Background: an optimization exercise with open tools, aiming at a short achievable clock period and few clock cycles per item. Do not read the settings as production practice. RTL that was checked went through simulation tests only; none was proved equivalent to the original. No activity file was given, so power comes from the tool's default toggle rates.

// rv_mini
module rv_mini (
    input  logic        clk,
    input  logic        rst_n,
    output logic [31:0] wb_adr,
    output logic [31:0] wb_dat_w,
    output logic [3:0]  wb_sel,
    output logic        wb_we,
    output logic        wb_cyc,
    output logic        wb_stb,
    input  logic [31:0] wb_dat_r,
    input  logic        wb_ack,
    output logic        retire_valid,
    output logic [31:0] retire_pc,
    output logic [4:0]  retire_rd,
    output logic        retire_reg_wen,
    output logic [31:0] retire_data,
    output logic        halted
);
Settings: LEC_CHECK=0, ABC_CLOCK_PERIOD_IN_PS=3000, CAP_MARGIN=20, CORE_MARGIN=2, CORE_UTILIZATION=60, PLACE_DENSITY=0.72, SETUP_SLACK_MARGIN=5, SLEW_MARGIN=20; clock period 10.0 ns.
standard.sh (not shown) runs the stock make flow with config.mk's settings and CLKGATE_MAP_FILE= SYNTH_SCRIPT=/design/flow/synth_recipe.tcl, a recipe that flattens the netlist after the stock synthesis.
==> flow/flow/run.sh <==
#!/bin/bash
# The standard layout (the standard.sh: standard synthesis, floorplan,
# place, CTS, route, finish) with two changes to how timing is repaired:
# the repair keeps a larger setup margin, so that it keeps optimising below
# the 10 ns clock, and the port buffers start as buf_4 cells instead of the
# delay cells buffer_ports picks by default. Every port still gets its
# buffer; constraints and clock are the design's.
set -euo pipefail
bash standard.sh SETUP_SLACK_MARGIN=7.2 "BUFFER_PORTS_ARGS=-buffer_cell sky130_fd_sc_hd__buf_4" finish > standard_flow.log 2>&1
The starting point stopped in global routing with GRT-0116.
Edit:
--- a/flow/flow/run.sh
+++ b/flow/flow/run.sh
@@ -9 +9 @@
-bash standard.sh SETUP_SLACK_MARGIN=7.2 "BUFFER_PORTS_ARGS=-buffer_cell sky130_fd_sc_hd__buf_4" finish > standard_flow.log 2>&1
+bash standard.sh SETUP_SLACK_MARGIN=6.8 "BUFFER_PORTS_ARGS=-buffer_cell sky130_fd_sc_hd__buf_4" finish > standard_flow.log 2>&1
--- a/flow/config.mk
+++ b/flow/config.mk
@@ -11,2 +11,2 @@
-export CORE_UTILIZATION = 60
-export PLACE_DENSITY = 0.72
+export CORE_UTILIZATION = 50
+export PLACE_DENSITY = 0.65
The changed run aborted during global routing, error GRT-0232.
Area after synthesis is unchanged.
Synthesized cell count stays the same.
No run of this note included a check of the RTL's function; only the layout flow was run.

---

rv_mini, a different RTL version from the one above (not shown whole).
For scale: roughly 180 I/O pins, about 81,000 um^2 of cells after synthesis.
==> flow/config.mk <==
export PLATFORM = sky130hd
export DESIGN_NAME = rv_mini
export DESIGN_NICKNAME = rv_mini
export VERILOG_FILES = /design/flow/design.v
export SDC_FILE = /design/flow/constraint.sdc
export NUM_CORES = 4
export LEC_CHECK = 0
export ABC_CLOCK_PERIOD_IN_PS = 3000
export CAP_MARGIN = 20
export CORE_MARGIN = 2
export CORE_UTILIZATION = 60
export PLACE_DENSITY = 0.72
export SETUP_SLACK_MARGIN = 5
export SLEW_MARGIN = 20
==> flow/constraint.sdc <==
create_clock -name core_clock -period 10.0 [get_ports {clk}]
set_input_delay 2.0000 -clock core_clock [delete_from_list [all_inputs] [get_ports {clk}]]
set_output_delay 2.0000 -clock core_clock [all_outputs]
set_load 0.01 [all_outputs]
==> flow/flow/run.sh <==
#!/bin/bash
# The standard layout (the standard.sh: standard synthesis, floorplan,
# place, CTS, route, finish) with timing repair asked to keep a larger setup
# margin, so that it keeps optimising below the 10 ns clock. Constraints and
# clock are the design's; only the repair target changes.
set -euo pipefail
bash standard.sh SETUP_SLACK_MARGIN=6.6 finish > standard_flow.log 2>&1
Change:
--- a/flow/config.mk
+++ b/flow/config.mk
@@ -11,2 +11,2 @@
-export CORE_UTILIZATION = 60
-export PLACE_DENSITY = 0.72
+export CORE_UTILIZATION = 40
+export PLACE_DENSITY = 0.6
Outcome: Non-clock buffer count shrinks by 11. Cell area grows by 1.5%. Synthesized cell count is unchanged. Total power grows by about 3.4%. Die area grows by about 50%. Routed wire length grows by about 4%. Maximum frequency shrinks by 1.3%. Clock power grows by about 10%.
Function was not checked in any run of this note: the RTL went through the layout flow alone.

---

rv_mini, a different RTL version from the one above (not shown whole).
Size in the first run: about 6,200 cells after synthesis, roughly 1,800 flip-flops, roughly 180 I/O pins.
clock: 10.0 ns
lec_check: 0
abc_clock_period_in_ps: 3000
cap_margin: 20
core_margin: 2
core_utilization: 40
place_density: 0.6
setup_slack_margin: 5
slew_margin: 20
run.sh (not shown) runs the stock make flow with config.mk's settings and CLKGATE_MAP_FILE= SYNTH_SCRIPT=/design/flow/synth_recipe.tcl, a recipe that flattens the netlist after the stock synthesis.
Stock flow here: none of the scripts above is used.
Testbench counts at the start, summed over its fixed seeds: cycles 60,365, insts 21,500.
Change:
==> flow/flow/run.sh (new file) <==
#!/bin/bash
# The standard layout (the standard.sh: standard synthesis, floorplan,
# place, CTS, route, finish) with timing repair asked to keep a larger setup
# margin, so that it keeps optimising below the 10 ns clock. Constraints and
# clock are the design's; only the repair target changes.
set -euo pipefail
bash standard.sh SETUP_SLACK_MARGIN=6.6 finish > standard_flow.log 2>&1
==> flow/standard.sh (new file) <==
#!/bin/bash
# synth_recipe.tcl (not shown) runs the flow's synth.tcl, then flattens the netlist and writes it again
# the make line also repeats each setting of config.mk as NAME=value (left out here)
make -C /OpenROAD-flow-scripts/flow DESIGN_CONFIG=/design/flow/config.mk WORK_HOME=/design/flow/orfs CLKGATE_MAP_FILE= SYNTH_SCRIPT=/design/flow/synth_recipe.tcl "${@:-finish}"
removed: flow/run.sh
Maximum frequency goes up by a quarter to a third.
Global-route usage increases by 4.5 points.
Wire length grows by about a fifth.
Utilization goes up by 3.5 points.
Cell count is higher by a few percent.
Non-clock buffer count grows by 409.
Sequential cell count stays the same.
First-iteration DRC count increases by well over a third.
Clock-buffer cell count fell by 2.
Via count rose by roughly a tenth.

-- static timing again, ports no longer ideal --
The flow's constraints put no driver on any port. The routed layouts listed below were extracted and timed again, unchanged, in two steps. Step 1 assumes that a clkbuf_16 drives the clock port and a buf_2 every other input. Step 2 times the ports against the registers' clock, not the clock port: input delays grow and output delays shrink by t, the midpoint of the rising clock arrivals with the driver on. Three values: ideal ports, drivers, drivers and shift; two values: the first two.
| run | t (ns) | setup WS [ns] | worst setup path after step 2 | latest minus earliest clock arrival (ns) |
|---|---|---|---|---|
| the first run of note 2 | 0.893 | 6.549 / 6.546 / 5.720 | input to register | 0.034 / 0.035 |
| the second run of note 2 | 0.924 | 6.505 / 6.518 / 5.629 | input to register | 0.030 / 0.030 |
| the first run of note 3 | 0.947 | 5.111 / 5.111 / 4.679 | input to register | 0.088 / 0.088 |
| the second run of note 3 | 0.974 | 6.228 / 6.173 / 5.702 | input to register | 0.064 / 0.065 |
After both steps setup and hold are still met in every run listed. For the second run of note 2, which loses most, drivers alone change the setup slack by +0.013 ns; drivers and shift together by -0.876 ns.
